From an optimization exercise on the open Yosys and OpenROAD flow, aimed at small area; shortcuts taken in it are not production practice.
Function was checked by simulation only, so behaviour that the tests miss may differ from the original.
Power figures rest on the tool's default switching activity, not on a simulated workload.

==> build 39 <==
==> flow/design.v <==
`timescale 1ns/1ns
`default_nettype none
package cf_pkg;
   localparam int num_slots   = 2;
   localparam int instr_w     = 32;
   localparam int addr_w      = 32;
   localparam int reg_addr_w  = 5;
   localparam int queue_depth = 4;
   localparam int wb_delay    = 2;    
endpackage
`default_nettype wire
`timescale 1ns/1ns
`default_nettype none
module cf_checker_top (
   input  logic             clk,
   input  logic             reset_,
   input  logic             cf_enable,
   input  logic [2:1]       commit,
   input  logic [2:1][31:0] slot_instr,
   input  logic [2:1][31:0] slot_pc,
   input  logic [2:1][2:0]  slot_isize,
   input  logic [2:1]       slot_taken,
   input  logic [2:1]       slot_is_dup,
   input  logic [2:1]       slot_received_kill,
   input  logic             dut_branch_taken,
   input  logic             rf_write_en,
   input  logic [4:0]       rf_write_rd,
   input  logic [31:0]      rf_write_data,
   output logic             rf_lock,
   output logic             rf_unlock,
   output logic             check_done,
   output logic             err_cf_dest,
   output logic             err_no_orig,
   output logic             err_link
);
   logic [6:0]  op1, op2;
   logic        cf1, cf2, found, sel_v, push, save, any_commit, same;
   logic [31:0] ins;
   logic [31:1] pc;
   logic        isz, dup, taken, br, adj;
   logic [1:0]  code;
   assign op1 = slot_instr[1][6:0];
   assign op2 = slot_instr[2][6:0];
   assign cf1 = commit[1] && (op1 == 7'b1100011 || op1 == 7'b1101111 || op1 == 7'b1100111);
   assign cf2 = commit[2] && (op2 == 7'b1100011 || op2 == 7'b1101111 || op2 == 7'b1100111);
   assign found = cf1 || cf2;
   assign ins   = cf1 ? slot_instr[1]       : slot_instr[2];
   assign pc    = cf1 ? slot_pc[1][31:1]    : slot_pc[2][31:1];
   assign isz   = cf1 ? slot_isize[1][2]    : slot_isize[2][2];
   assign dup   = cf1 ? slot_is_dup[1]      : slot_is_dup[2];
   assign taken = dup ? (dut_branch_taken || (cf1 ? slot_received_kill[1] : slot_received_kill[2]))
                      : (cf1 ? slot_taken[1] : slot_taken[2]);
   assign sel_v      = cf_enable && found;
   assign push       = sel_v && !dup;
   assign save       = sel_v && dup;
   assign any_commit = |commit;
   assign same       = cf1 && commit[2];    
   assign br   = !ins[2];                   
   assign adj  = br && !taken;              
   assign code = br ? {1'b0, taken} : {1'b1, ins[3]};
   logic [31:1] pc0;
   logic        isz0, adj0, chk0;
   logic [4:0]  rd0;
   always_ff @(posedge clk) begin
      if (sel_v) begin
         pc0  <= pc;
         isz0 <= isz;
         adj0 <= adj;
      end
      rd0  <= ins[11:7];
      chk0 <= reset_ && sel_v && ins[2] && (ins[11:7] != 5'd0);
   end
   logic [31:1] link0, base0;
   logic [31:2] ci;    
   always_comb begin
      logic [31:2] a;
      a[2] = isz0 || pc0[1];
      for (int i = 3; i <= 31; i++)
         a[i] = pc0[i-1];
      for (int l = 1; l < 32; l = l * 2)
         for (int j = 2 * l - 1; j < 30; j = j + 2 * l)
            a[j+2] = a[j+2] && a[j+2-l];
      for (int l = 8; l >= 1; l = l / 2)
         for (int j = 3 * l - 1; j < 30; j = j + 2 * l)
            a[j+2] = a[j+2] && a[j+2-l];
      ci = a;
      link0[1] = pc0[1] ^ !isz0;
      for (int i = 2; i <= 31; i++)
         link0[i] = pc0[i] ^ ci[i];
   end
   assign base0 = adj0 ? link0 : pc0;
   logic        chk1;
   logic [4:0]  rd1;
   logic [31:1] lk1;
   always_ff @(posedge clk) begin
      chk1 <= reset_ && chk0;
      rd1  <= rd0;
      lk1  <= link0;
   end
   assign rf_lock   = chk1 && rf_write_en && (rf_write_rd != 5'd0);
   assign rf_unlock = rf_write_en && !rf_lock;
   always_ff @(posedge clk) begin
      err_link <= reset_ && chk1 &&
                  (!rf_write_en || (rf_write_rd != rd1) || (rf_write_data != {lk1, 1'b0}));
   end
   logic [26:0] q_ins [0:3];
   logic [31:1] q_off [0:3];
   logic [2:0]  hp, tp;
   logic        pend, dpend, held, pm;
   logic [31:1] np;
   logic        empty, compare, pop, wr_off;
   logic [1:0]  nw, ha;
   logic [31:1] m, d;
   assign empty   = hp == tp;
   assign compare = held && any_commit;
   assign pop     = compare && !empty;
   assign wr_off  = (pend && any_commit) || dpend;
   assign nw      = tp[1:0] - 2'd1;
   assign ha      = hp[1:0] + {1'b0, pop};
   assign m       = dpend ? np : slot_pc[1][31:1];
   always_comb begin
      logic [31:0] g, p, gg, pp;
      g[0] = 1'b1;    
      p[0] = 1'b0;
      for (int i = 1; i <= 31; i++) begin
         g[i] = m[i] && !base0[i];
         p[i] = m[i] ^ !base0[i];
      end
      gg = g;
      pp = p;
      for (int l = 1; l < 32; l = l * 2)
         for (int i = 2 * l - 1; i < 32; i = i + 2 * l) begin
            gg[i] = gg[i] || (pp[i] && gg[i-l]);
            pp[i] = pp[i] && pp[i-l];
         end
      for (int l = 8; l >= 1; l = l / 2)
         for (int i = 3 * l - 1; i < 32; i = i + 2 * l) begin
            gg[i] = gg[i] || (pp[i] && gg[i-l]);
            pp[i] = pp[i] && pp[i-l];
         end
      for (int i = 1; i <= 31; i++)
         d[i] = p[i] ^ gg[i-1];
   end
   always_ff @(posedge clk) begin
      for (int i = 0; i < 4; i++) begin
         if (push && tp[1:0] == 2'(i))
            q_ins[i] <= {ins[31:7], code};
         if (wr_off && nw == 2'(i))
            q_off[i] <= d;
      end
      np <= slot_pc[2][31:1];
      if (save)
         pm <= q_ins[ha] != {ins[31:7], code};
   end
   always_ff @(posedge clk) begin
      if (!reset_) begin
         tp    <= '0;
         hp    <= '0;
         pend  <= 1'b0;
         dpend <= 1'b0;
         held  <= 1'b0;
      end else begin
         tp    <= tp + {2'd0, push};
         hp    <= hp + {2'd0, pop};
         pend  <= push ? !same : (pend && !any_commit);
         dpend <= push && same;
         held  <= save || (held && !any_commit);
      end
   end
   always_ff @(posedge clk) begin
      check_done  <= reset_ && compare;
      err_no_orig <= reset_ && compare && empty;
      err_cf_dest <= reset_ && compare && !empty && (pm || (d != q_off[hp[1:0]]));
   end
endmodule
`default_nettype wire
==> flow/flow/run.sh <==
#!/bin/bash
# Standard ORFS layout with these changes:
#  * synthesis is the standard flow's script with an area-oriented ABC mapping script
#    (flow/synth_area.tcl, flow/area.script), and adders are left to ABC as
#    plain gates (no ADDER_MAP_FILE); registers are mapped as usual;
#  * the port buffers use the smallest buffer cell;
#  * clock tree synthesis clusters up to 30 sinks and adds no dummy loads.
set -euo pipefail
export BUFFER_PORTS_ARGS="-buffer_cell sky130_fd_sc_hd__buf_1"
export CTS_ARGS="-sink_clustering_enable -repair_clock_nets -sink_clustering_size 30 -sink_clustering_max_diameter 80 -dont_use_dummy_load"
bash standard.sh SYNTH_SCRIPT="$PWD/flow/synth_area.tcl" ADDER_MAP_FILE= finish > standard.log 2>&1
==> flow/flow/area.script <==
&get -n
&st
&dch -x
&nf -a -R 1000
&put
==> flow/flow/synth_area.tcl <==
# The standard flow's synthesis script (synth_recipe.tcl), with ABC's mapping script replaced by area.script
# (beside this file).
set area_script [file join [file dirname [file normalize [info script]]] area.script]
proc synth {args} { yosys synth -nofsm -noshare {*}$args }
proc abc {args} {
  set i [lsearch -exact $args -script]
  if { $i >= 0 } { lset args [expr { $i + 1 }] $::area_script }
  yosys abc {*}$args
}
source $::env(SCRIPTS_DIR)/synth.tcl
# left out here: clear keep_hierarchy, flatten, clean up, hide names made inside functions, write 1_2_yosys.v
==> flow/standard.sh <==
#!/bin/bash
# synth_recipe.tcl (not shown) runs the flow's synth.tcl, then flattens the netlist and writes it again
# the make line also repeats each setting of config.mk as NAME=value (left out here)
make -C /OpenROAD-flow-scripts/flow DESIGN_CONFIG=/design/flow/config.mk WORK_HOME=/design/flow/orfs CLKGATE_MAP_FILE= SYNTH_SCRIPT=/design/flow/synth_recipe.tcl "${@:-finish}"
==> flow/config.mk <==
export PLATFORM = sky130hd
export DESIGN_NAME = cf_checker_top
export DESIGN_NICKNAME = cf_checker_top
export VERILOG_FILES = /design/flow/design.v
export SDC_FILE = /design/flow/constraint.sdc
export NUM_CORES = 4
export LEC_CHECK = 0
export CAP_MARGIN = 20
export CORE_MARGIN = 2
export CORE_UTILIZATION = 70
export GPL_TIMING_DRIVEN = 0
export SLEW_MARGIN = 20
==> flow/constraint.sdc <==
create_clock -name core_clock -period 8.0 [get_ports {clk}]
set_input_delay 1.6000 -clock core_clock [delete_from_list [all_inputs] [get_ports {clk}]]
set_output_delay 1.6000 -clock core_clock [all_outputs]
set_load 0.01 [all_outputs]
==> build 37 (differences from build 39) <==
==> flow/design.v, changed modules only <==
module cf_checker_top (
   input  logic             clk,
   input  logic             reset_,
   input  logic             cf_enable,
   input  logic [2:1]       commit,
   input  logic [2:1][31:0] slot_instr,
   input  logic [2:1][31:0] slot_pc,
   input  logic [2:1][2:0]  slot_isize,
   input  logic [2:1]       slot_taken,
   input  logic [2:1]       slot_is_dup,
   input  logic [2:1]       slot_received_kill,
   input  logic             dut_branch_taken,
   input  logic             rf_write_en,
   input  logic [4:0]       rf_write_rd,
   input  logic [31:0]      rf_write_data,
   output logic             rf_lock,
   output logic             rf_unlock,
   output logic             check_done,
   output logic             err_cf_dest,
   output logic             err_no_orig,
   output logic             err_link
);
   logic [6:0]  op1, op2;
   logic        cf1, cf2, found, sel_v, push, save, any_commit, same;
   logic [31:0] ins;
   logic [31:1] pc;
   logic        isz, dup, taken, br, adj;
   logic [1:0]  code;
   assign op1 = slot_instr[1][6:0];
   assign op2 = slot_instr[2][6:0];
   assign cf1 = commit[1] && (op1 == 7'b1100011 || op1 == 7'b1101111 || op1 == 7'b1100111);
   assign cf2 = commit[2] && (op2 == 7'b1100011 || op2 == 7'b1101111 || op2 == 7'b1100111);
   assign found = cf1 || cf2;
   assign ins   = cf1 ? slot_instr[1]       : slot_instr[2];
   assign pc    = cf1 ? slot_pc[1][31:1]    : slot_pc[2][31:1];
   assign isz   = cf1 ? slot_isize[1][2]    : slot_isize[2][2];
   assign dup   = cf1 ? slot_is_dup[1]      : slot_is_dup[2];
   assign taken = dup ? (dut_branch_taken || (cf1 ? slot_received_kill[1] : slot_received_kill[2]))
                      : (cf1 ? slot_taken[1] : slot_taken[2]);
   assign sel_v      = cf_enable && found;
   assign push       = sel_v && !dup;
   assign save       = sel_v && dup;
   assign any_commit = |commit;
   assign same       = cf1 && commit[2];    
   assign br   = !ins[2];                   
   assign adj  = br && !taken;              
   assign code = br ? {1'b0, taken} : {1'b1, ins[3]};
   logic [31:1] pc0;
   logic        isz0, adj0, chk0;
   logic [4:0]  rd0;
   logic [31:1] link0, base0;
   always_ff @(posedge clk) begin
      if (sel_v) begin
         pc0  <= pc;
         isz0 <= isz;
         adj0 <= adj;
      end
      rd0  <= ins[11:7];
      chk0 <= reset_ && sel_v && ins[2] && (ins[11:7] != 5'd0);
   end
   assign link0 = pc0 + (isz0 ? 31'd2 : 31'd1);
   assign base0 = adj0 ? link0 : pc0;
   logic        chk1;
   logic [4:0]  rd1;
   logic [31:1] lk1;
   always_ff @(posedge clk) begin
      chk1 <= reset_ && chk0;
      rd1  <= rd0;
      lk1  <= link0;
   end
   assign rf_lock   = chk1 && rf_write_en && (rf_write_rd != 5'd0);
   assign rf_unlock = rf_write_en && !rf_lock;
   always_ff @(posedge clk) begin
      err_link <= reset_ && chk1 &&
                  (!rf_write_en || (rf_write_rd != rd1) || (rf_write_data != {lk1, 1'b0}));
   end
   logic [26:0] q_ins [0:3];
   logic [31:1] q_off [0:3];
   logic [2:0]  hp, tp;
   logic        pend, dpend, held, pm;
   logic [31:1] np;
   logic        empty, compare, pop, wr_off;
   logic [1:0]  nw, ha;
   logic [31:1] m, d;
   assign empty   = hp == tp;
   assign compare = held && any_commit;
   assign pop     = compare && !empty;
   assign wr_off  = (pend && any_commit) || dpend;
   assign nw      = tp[1:0] - 2'd1;
   assign m       = dpend ? np : slot_pc[1][31:1];
   assign d       = m - base0;
   assign ha      = hp[1:0] + {1'b0, pop};
   always_ff @(posedge clk) begin
      for (int i = 0; i < 4; i++) begin
         if (push && tp[1:0] == 2'(i))
            q_ins[i] <= {ins[31:7], code};
         if (wr_off && nw == 2'(i))
            q_off[i] <= d;
      end
      np <= slot_pc[2][31:1];
      if (save)
         pm <= q_ins[ha] != {ins[31:7], code};
   end
   always_ff @(posedge clk) begin
      if (!reset_) begin
         tp    <= '0;
         hp    <= '0;
         pend  <= 1'b0;
         dpend <= 1'b0;
         held  <= 1'b0;
      end else begin
         tp    <= tp + {2'd0, push};
         hp    <= hp + {2'd0, pop};
         pend  <= push ? !same : (pend && !any_commit);
         dpend <= push && same;
         held  <= save || (held && !any_commit);
      end
   end
   always_ff @(posedge clk) begin
      check_done  <= reset_ && compare;
      err_no_orig <= reset_ && compare && empty;
      err_cf_dest <= reset_ && compare && !empty && (pm || (d != q_off[hp[1:0]]));
   end
endmodule
==> flow/run.sh (new file) <==
#!/bin/bash
# synth_recipe.tcl (not shown) runs the flow's synth.tcl, then flattens the netlist and writes it again
# the make line also repeats each setting of config.mk as NAME=value (left out here)
make -C /OpenROAD-flow-scripts/flow DESIGN_CONFIG=/design/flow/config.mk WORK_HOME=/design/flow/orfs CLKGATE_MAP_FILE= SYNTH_SCRIPT=/design/flow/synth_recipe.tcl finish
Settings changed: CTS_BUF_LIST from default to sky130_fd_sc_hd__clkbuf_4, CTS_CLUSTER_SIZE from default to 40, GPL_TIMING_DRIVEN 0 to default.
removed: flow/flow/run.sh
removed: flow/flow/area.script
removed: flow/flow/synth_area.tcl
removed: flow/standard.sh
==> build 77 (differences from build 39) <==
==> flow/design.v, changed modules only <==
module cf_checker_top (
   input  logic             clk,
   input  logic             reset_,
   input  logic             cf_enable,
   input  logic [2:1]       commit,
   input  logic [2:1][31:0] slot_instr,
   input  logic [2:1][31:0] slot_pc,
   input  logic [2:1][2:0]  slot_isize,
   input  logic [2:1]       slot_taken,
   input  logic [2:1]       slot_is_dup,
   input  logic [2:1]       slot_received_kill,
   input  logic             dut_branch_taken,
   input  logic             rf_write_en,
   input  logic [4:0]       rf_write_rd,
   input  logic [31:0]      rf_write_data,
   output logic             rf_lock,
   output logic             rf_unlock,
   output logic             check_done,
   output logic             err_cf_dest,
   output logic             err_no_orig,
   output logic             err_link
);
   logic [6:0]  op1, op2;
   logic        cf1, cf2, found, sel_v, push, save, any_commit, same;
   logic [31:0] ins;
   logic [31:1] pc;
   logic        isz, dup, taken, br, adj;
   logic [1:0]  code;
   assign op1 = slot_instr[1][6:0];
   assign op2 = slot_instr[2][6:0];
   assign cf1 = commit[1] && (op1 == 7'b1100011 || op1 == 7'b1101111 || op1 == 7'b1100111);
   assign cf2 = commit[2] && (op2 == 7'b1100011 || op2 == 7'b1101111 || op2 == 7'b1100111);
   assign found = cf1 || cf2;
   assign ins   = cf1 ? slot_instr[1]       : slot_instr[2];
   assign pc    = cf1 ? slot_pc[1][31:1]    : slot_pc[2][31:1];
   assign isz   = cf1 ? slot_isize[1][2]    : slot_isize[2][2];
   assign dup   = cf1 ? slot_is_dup[1]      : slot_is_dup[2];
   assign taken = dup ? (dut_branch_taken || (cf1 ? slot_received_kill[1] : slot_received_kill[2]))
                      : (cf1 ? slot_taken[1] : slot_taken[2]);
   assign sel_v      = cf_enable && found;
   assign push       = sel_v && !dup;
   assign save       = sel_v && dup;
   assign any_commit = |commit;
   assign same       = cf1 && commit[2];    
   assign br   = !ins[2];                   
   assign adj  = br && !taken;              
   assign code = br ? {1'b0, taken} : {1'b1, ins[3]};
   logic [31:1] pc0;
   logic        isz0, adj0, chk0;
   logic [4:0]  rd0;
   logic [31:1] link0, base0;
   always_ff @(posedge clk) begin
      if (sel_v) begin
         pc0  <= pc;
         isz0 <= isz;
         adj0 <= adj;
      end
      rd0  <= ins[11:7];
      chk0 <= reset_ && sel_v && ins[2] && (ins[11:7] != 5'd0);
   end
   assign link0 = pc0 + (isz0 ? 31'd2 : 31'd1);
   assign base0 = adj0 ? link0 : pc0;
   logic        chk1;
   logic [4:0]  rd1;
   logic [31:1] lk1;
   always_ff @(posedge clk) begin
      chk1 <= reset_ && chk0;
      rd1  <= rd0;
      lk1  <= link0;
   end
   assign rf_lock   = chk1 && rf_write_en && (rf_write_rd != 5'd0);
   assign rf_unlock = rf_write_en && !rf_lock;
   always_ff @(posedge clk) begin
      err_link <= reset_ && chk1 &&
                  (!rf_write_en || (rf_write_rd != rd1) || (rf_write_data != {lk1, 1'b0}));
   end
   logic [26:0] q_ins [0:3];
   logic [31:1] q_off [0:3];
   logic [2:0]  hp, tp;
   logic        pend, dpend, held, pm;
   logic [31:1] np;
   logic        empty, compare, pop, wr_off;
   logic [1:0]  nw, ha;
   logic [31:1] m, d;
   assign empty   = hp == tp;
   assign compare = held && any_commit;
   assign pop     = compare && !empty;
   assign wr_off  = (pend && any_commit) || dpend;
   assign nw      = tp[1:0] - 2'd1;
   assign m       = dpend ? np : slot_pc[1][31:1];
   assign d       = m - pc0 - {29'd0, adj0 && isz0, adj0 && !isz0};
   assign ha      = hp[1:0] + {1'b0, pop};
   always_ff @(posedge clk) begin
      for (int i = 0; i < 4; i++) begin
         if (push && tp[1:0] == 2'(i))
            q_ins[i] <= {ins[31:7], code};
         if (wr_off && nw == 2'(i))
            q_off[i] <= d;
      end
      np <= slot_pc[2][31:1];
      if (save)
         pm <= q_ins[ha] != {ins[31:7], code};
   end
   always_ff @(posedge clk) begin
      if (!reset_) begin
         tp    <= '0;
         hp    <= '0;
         pend  <= 1'b0;
         dpend <= 1'b0;
         held  <= 1'b0;
      end else begin
         tp    <= tp + {2'd0, push};
         hp    <= hp + {2'd0, pop};
         pend  <= push ? !same : (pend && !any_commit);
         dpend <= push && same;
         held  <= save || (held && !any_commit);
      end
   end
   always_ff @(posedge clk) begin
      check_done  <= reset_ && compare;
      err_no_orig <= reset_ && compare && empty;
      err_cf_dest <= reset_ && compare && !empty && (pm || (d != q_off[hp[1:0]]));
   end
endmodule
==> flow/run.sh (new file) <==
#!/bin/bash
# synth_recipe.tcl (not shown) runs the flow's synth.tcl, then flattens the netlist and writes it again
# the make line also repeats each setting of config.mk as NAME=value (left out here)
make -C /OpenROAD-flow-scripts/flow DESIGN_CONFIG=/design/flow/config.mk WORK_HOME=/design/flow/orfs CLKGATE_MAP_FILE= SYNTH_SCRIPT=/design/flow/synth_recipe.tcl finish
Settings changed: CTS_CLUSTER_DIAMETER from default to 80, CTS_CLUSTER_SIZE from default to 30, GPL_TIMING_DRIVEN 0 to default.
removed: flow/flow/run.sh
removed: flow/flow/area.script
removed: flow/flow/synth_area.tcl
removed: flow/standard.sh
==> build 81 (differences from build 39) <==
--- a/flow/design.v
+++ b/flow/design.v
@@ -78,11 +78,9 @@
       for (int i = 3; i <= 31; i++)
          a[i] = pc0[i-1];
       for (int l = 1; l < 32; l = l * 2)
-         for (int j = 2 * l - 1; j < 30; j = j + 2 * l)
-            a[j+2] = a[j+2] && a[j+2-l];
-      for (int l = 8; l >= 1; l = l / 2)
-         for (int j = 3 * l - 1; j < 30; j = j + 2 * l)
-            a[j+2] = a[j+2] && a[j+2-l];
+         for (int i = 31; i >= 2; i--)
+            if (((i - 2) & l) != 0 && i - 2 - ((i - 2) % l) - 1 >= 0)
+               a[i] = a[i] && a[2 + (i - 2) - ((i - 2) % l) - 1];
       ci = a;
       link0[1] = pc0[1] ^ !isz0;
       for (int i = 2; i <= 31; i++)
==> flow/flow/run.sh (replaced) <==
#!/bin/bash
# Standard ORFS layout; the port buffers use the smallest buffer cell, clock
# tree synthesis adds no dummy loads.
set -euo pipefail
export BUFFER_PORTS_ARGS="-buffer_cell sky130_fd_sc_hd__buf_1"
export CTS_ARGS="-sink_clustering_enable -repair_clock_nets -sink_clustering_size 30 -sink_clustering_max_diameter 80 -dont_use_dummy_load"
bash standard.sh finish > standard.log 2>&1
Settings changed: CTS_CLUSTER_DIAMETER from default to 80, CTS_CLUSTER_SIZE from default to 30, GPL_TIMING_DRIVEN 0 to default.
removed: flow/flow/area.script
removed: flow/flow/synth_area.tcl
==> comparison table <==
	build 39	build 81	build 37	build 77
Count of buffers not belonging to the clock network in the layout	210	199	198	193
Ratio of final minimum period to clock period	90.6%	75.5%	78.4%	65.3%
Critical-path cell with the highest stage delay	sky130_fd_sc_hd__o41ai_1	sky130_fd_sc_hd__xnor2_1	sky130_fd_sc_hd__nor2_1	sky130_fd_sc_hd__xor2_1
Routing usage on met3	2.95%	3.12%	7.43%	3.89%
Internal Power	0.00243 W	0.00246 W	0.00299 W	0.00263 W
Sequential-cell power consumption	0.00201 W	0.00200 W	0.00201 W	0.00202 W
Layout Nets	1520	1465	1675	1606
GR Layer Usage met2	48.0%	42.3%	62.1%	51.0%
Largest fanout of any net on the critical path	6	6	8	5
Post-route cell area	17100 µm²	17400 µm²	20300 µm²	19400 µm²
Fraction of synthesized cell area in xor and xnor cells	10.5%	9.34%	10.1%	8.46%
Final Routed Wirelength	32.5 mm	31.9 mm	45.6 mm	35.7 mm
Fillers	1253	1424	1188	1276
Relative area change from synthesis to final layout	12.9%	8.91%	19.4%	16.1%
Clock Buffer Count	15	16	137	25
Outcome	timing/DRC/antenna clean	timing/DRC/antenna clean	timing/DRC/antenna clean	timing/DRC/antenna clean
Final standard cell utilization of the core	80.8%	77.3%	84.4%	82.7%
Num tapcells	275	285	324	319
CP startpoint	pc0[1]$_DFFE_PP_	pc0[1]$_DFFE_PP_	pc0[2]$_DFFE_PP_	slot_pc[1]
Buffer share of cell area	6.57%	4.63%	9.56%	9.82%
Gate Count Post-Synth	1109	1052	1219	1180
Ant diodes	0	3	1	0
Post-layout instance count excluding filler cells	1609	1516	1848	1684
Pin count of the biggest net entering global routing	32	36	52	64

[afterwards: timing with drivers on the ports]
The flow's constraints put no driver on any port. The routed layouts listed below were extracted and timed again, unchanged, in two steps. Step 1 sets driving cells, clkbuf_16 on the clock port and buf_2 on the other inputs (assumed; they add their load-dependent delay and slew). Step 2 moves the port delays by t, midway between the first and last clock arrival at a register: inputs arrive t later, outputs are due t later. That takes back most of the time a late clock gives input paths. a / b / c = ideal / step 1 / step 2; a / b = the first two.
| run | shift t [ns] | setup slack, ns | worst data-port slew with drivers (ns) |
|---|---|---|---|
| build 39 | 0.532 | 0.752 / 0.752 / 0.752 | 0.06 |
| build 37 | 0.781 | 1.726 / 1.726 / 1.726 | 0.08 |
| build 77 | 0.556 | 2.774 / 2.788 / 2.232 | 0.06 |
| build 81 | 0.536 | 1.963 / 1.963 / 1.963 | 0.09 |
After both steps setup and hold are still met in every run listed. For build 77, which loses most, drivers alone change the setup slack by +0.014 ns; drivers and shift together by -0.542 ns.
